Background: an optimization exercise with open tools, aiming at small area. Do not read the settings as production practice. The RTL was checked by simulation tests, not by an equivalence proof against the original design. Power is estimated from default activity; no workload was simulated.

## xdom_top
module xdom_top (
  input  logic                                          clk,
  input  logic                                          rst,
  input  logic [12-1:0]                        i_adr,
  input  logic                                          i_wr,
  input  logic [16-1:0]                       i_wr_data,
  input  logic [16-1:0]                       i_vnum,
  input  logic [24-1:0]                   i_wvb_armed,
  input  logic [24-1:0][32-1:0] i_disc_scaler,
  input  logic                                          i_pg_ack,
  output logic [16-1:0]                       o_rd_data,
  output logic [16+11:0]                      o_trig_bundle,
  output logic [24-1:0]                   o_trig_run,
  output logic [24-1:0]                   o_wvb_arm,
  output logic [2*24-1:0]                 o_adc_delay_ce,
  output logic [2*24-1:0]                 o_adc_delay_inc,
  output logic [2*24-1:0]                 o_adc_bitslip,
  output logic [24-1:0]                   o_discr_bitslip,
  output logic [6-1:0]                    o_pulser_trig,
  output logic [28-1:0]                     o_pg_req_addr,
  output logic                                          o_pg_optype,
  ...
clock: 10.0 ns
lec_check: 0
cap_margin: 10
core_area: 5 5 325 325
cts_buf_list: sky130_fd_sc_hd__clkbuf_8
cts_cluster_diameter: 50
cts_cluster_size: 14
die_area: 0 0 330 330
slew_margin: 10
standard.sh (not shown) runs the stock make flow with config.mk's settings and CLKGATE_MAP_FILE= SYNTH_SCRIPT=/design/flow/synth_recipe.tcl, a recipe that flattens the netlist after the stock synthesis.
==> flow/flow/run.sh <==
#!/bin/bash
# The standard layout (standard.sh), with these changes:
#  - synthesis is the standard one except that ABC maps the logic with an
#    area-oriented script (flow/abc_area.script) instead of the speed script;
#    the flip-flops are mapped before ABC runs, so they are untouched;
#  - each port is buffered by the smallest buffer cell instead of the default
#    delay buffer;
set -euo pipefail
here=$(pwd)

# Standard synthesis script with only the abc script swapped
sed 's#log_cmd abc {\*}\$abc_args#log_cmd abc {*}[lreplace $abc_args 1 1 '"$here"'/flow/abc_area.script]#' \
  "$FLOW_HOME/scripts/synth.tcl" > my_synth_core.tcl
grep -q 'flow/abc_area.script' my_synth_core.tcl
sed 's#source \$::env(SCRIPTS_DIR)/synth.tcl#source '"$here"'/my_synth_core.tcl#' synth_recipe.tcl > my_synth.tcl
grep -q 'my_synth_core.tcl' my_synth.tcl
sed 's#/synth_recipe\.tcl#/my_synth.tcl#' standard.sh > my_standard.sh
grep -q 'SYNTH_SCRIPT=[^ ]*/my_synth.tcl' my_standard.sh

export BUFFER_PORTS_ARGS="-buffer_cell sky130_fd_sc_hd__buf_1"
export CTS_ARGS="-sink_clustering_enable -repair_clock_nets -dont_use_dummy_load \
  -buf_list sky130_fd_sc_hd__clkbuf_8 -sink_clustering_size 14 -sink_clustering_max_diameter 50"
bash my_standard.sh "$@" > standard_flow.log 2>&1
==> flow/flow/abc_area.script <==
&get -n
&st
&deepsyn -J 20
&dch
&nf -R 1000 -p -C 32 -F 8 -A 4
&put
mfs2
&get -n
&st
&dch
&nf -R 1000 -p -C 32 -F 8 -A 4
&put
mfs2
&get -n
&st
&dch
&nf -R 1000 -p -C 32 -F 8 -A 4
&put
Change:
--- a/flow/flow/run.sh
+++ b/flow/flow/run.sh
@@ -7,0 +8,2 @@
+#  - after global routing, gates on paths with spare slack are downsized
+#    (RECOVER_POWER), which shrinks cells the earlier repairs had upsized;
@@ -19,0 +22 @@
+export RECOVER_POWER=100
--- a/flow/flow/abc_area.script
+++ b/flow/flow/abc_area.script
@@ -3 +2,0 @@
-&deepsyn -J 20
Outcome:
- With this change the flow finished but fails on max-capacitance violations, max-slew violations
- setup slack loses 0.48 ns
- core utilization drops by 0.15 points
- wire length drops by 23%
- power drops by 2.7%
Change:
--- a/flow/flow/run.sh
+++ b/flow/flow/run.sh
@@ -8,2 +7,0 @@
-#  - after global routing, gates on paths with spare slack are downsized
-#    (RECOVER_POWER), which shrinks cells the earlier repairs had upsized;
@@ -22 +19,0 @@
-export RECOVER_POWER=100
What happened: The changed run completed without violations; hold slack improves by 0.0034 ns; register-to-register slack is better by 1.7 ns; final cell count hardly moves; synthesized area stays the same; clock skew stays flat; worst setup slack gets better by 0.54 ns.
Change:
--- a/flow/config.mk
+++ b/flow/config.mk
@@ -13,0 +14 @@
+export GPL_TIMING_DRIVEN = 0
Result:
- The changed run completed with no timing, DRC or antenna violations
- non-clock buffer count climbs by 19
- via count shrinks slightly
- final cell count hardly moves
Change:
--- a/flow/flow/run.sh
+++ b/flow/flow/run.sh
@@ -22 +22 @@
-  -buf_list sky130_fd_sc_hd__clkbuf_8 -sink_clustering_size 14 -sink_clustering_max_diameter 50"
+  -buf_list sky130_fd_sc_hd__clkbuf_8 -sink_clustering_size 18 -sink_clustering_max_diameter 50"
--- a/flow/config.mk
+++ b/flow/config.mk
@@ -12 +12 @@
-export CTS_CLUSTER_SIZE = 14
+export CTS_CLUSTER_SIZE = 18
@@ -14 +13,0 @@
-export GPL_TIMING_DRIVEN = 0
What happened: The changed run passed the timing, design-rule and antenna checks. Via count climbs by about 0.6%. Cell count hardly moves. Cell area drops by 1.4%. Worst hold slack got worse by 0.032 ns. Routed wire length climbs by about 2.1%. Clock power climbs by 33%. Die area is unchanged. Fmax drops by 1.1%. Sequential power climbs by about 3%. Area after synthesis is unchanged. Global-route usage climbs by 0.69 points.
Change:
--- a/flow/flow/run.sh
+++ b/flow/flow/run.sh
@@ -22 +22 @@
-  -buf_list sky130_fd_sc_hd__clkbuf_8 -sink_clustering_size 18 -sink_clustering_max_diameter 50"
+  -buf_list sky130_fd_sc_hd__clkbuf_8 -sink_clustering_size 14 -sink_clustering_max_diameter 50"
--- a/flow/config.mk
+++ b/flow/config.mk
@@ -12 +12 @@
-export CTS_CLUSTER_SIZE = 18
+export CTS_CLUSTER_SIZE = 14
@@ -13,0 +14 @@
+export PLACE_DENSITY = 0.75
=> The changed run completed without violations; sequential share of layout area is lower by 0.14 points; sequential power stays flat; clock skew is lower by 0.017 ns.

afterwards: timing with drivers on the ports:
No port has a modelled driver above. Below, the same layouts with a new extraction and two added sets of constraints. Step 1 (the two cells are an assumption about what drives the block):
set clk [get_ports {clk}]
set_driving_cell -lib_cell sky130_fd_sc_hd__clkbuf_16 $clk
set_driving_cell -lib_cell sky130_fd_sc_hd__buf_2 [delete_from_list [all_inputs] $clk]
Step 2 moves the port delays by t, midway between the first and last clock arrival at a register: inputs arrive t later, outputs are due t later. That takes back most of the time a late clock gives input paths. a / b / c = no drivers / after step 1 / after step 2; a / b = the first two.
run	shift t [ns]	setup slack, ns	hold slack, ns	worst setup path at the end
the first run	0.675	2.642 / 2.615 / 2.615	0.410 / 0.410 / 0.410	input to output
the second run	0.634	2.158 / 2.147 / 1.547	0.370 / 0.370 / 0.370	input to register
the third run	0.631	2.699 / 2.667 / 2.667	0.373 / 0.373 / 0.373	input to output
the fourth run	0.593	2.749 / 2.720 / 2.720	0.386 / 0.386 / 0.386	input to output
the fifth run	0.631	2.670 / 2.638 / 2.638	0.354 / 0.354 / 0.354	input to output
the sixth run	0.643	2.792 / 2.758 / 2.758	0.400 / 0.400 / 0.400	input to output
For the second run, which loses most, drivers alone change the setup slack by -0.011 ns; drivers and shift together by -0.611 ns.
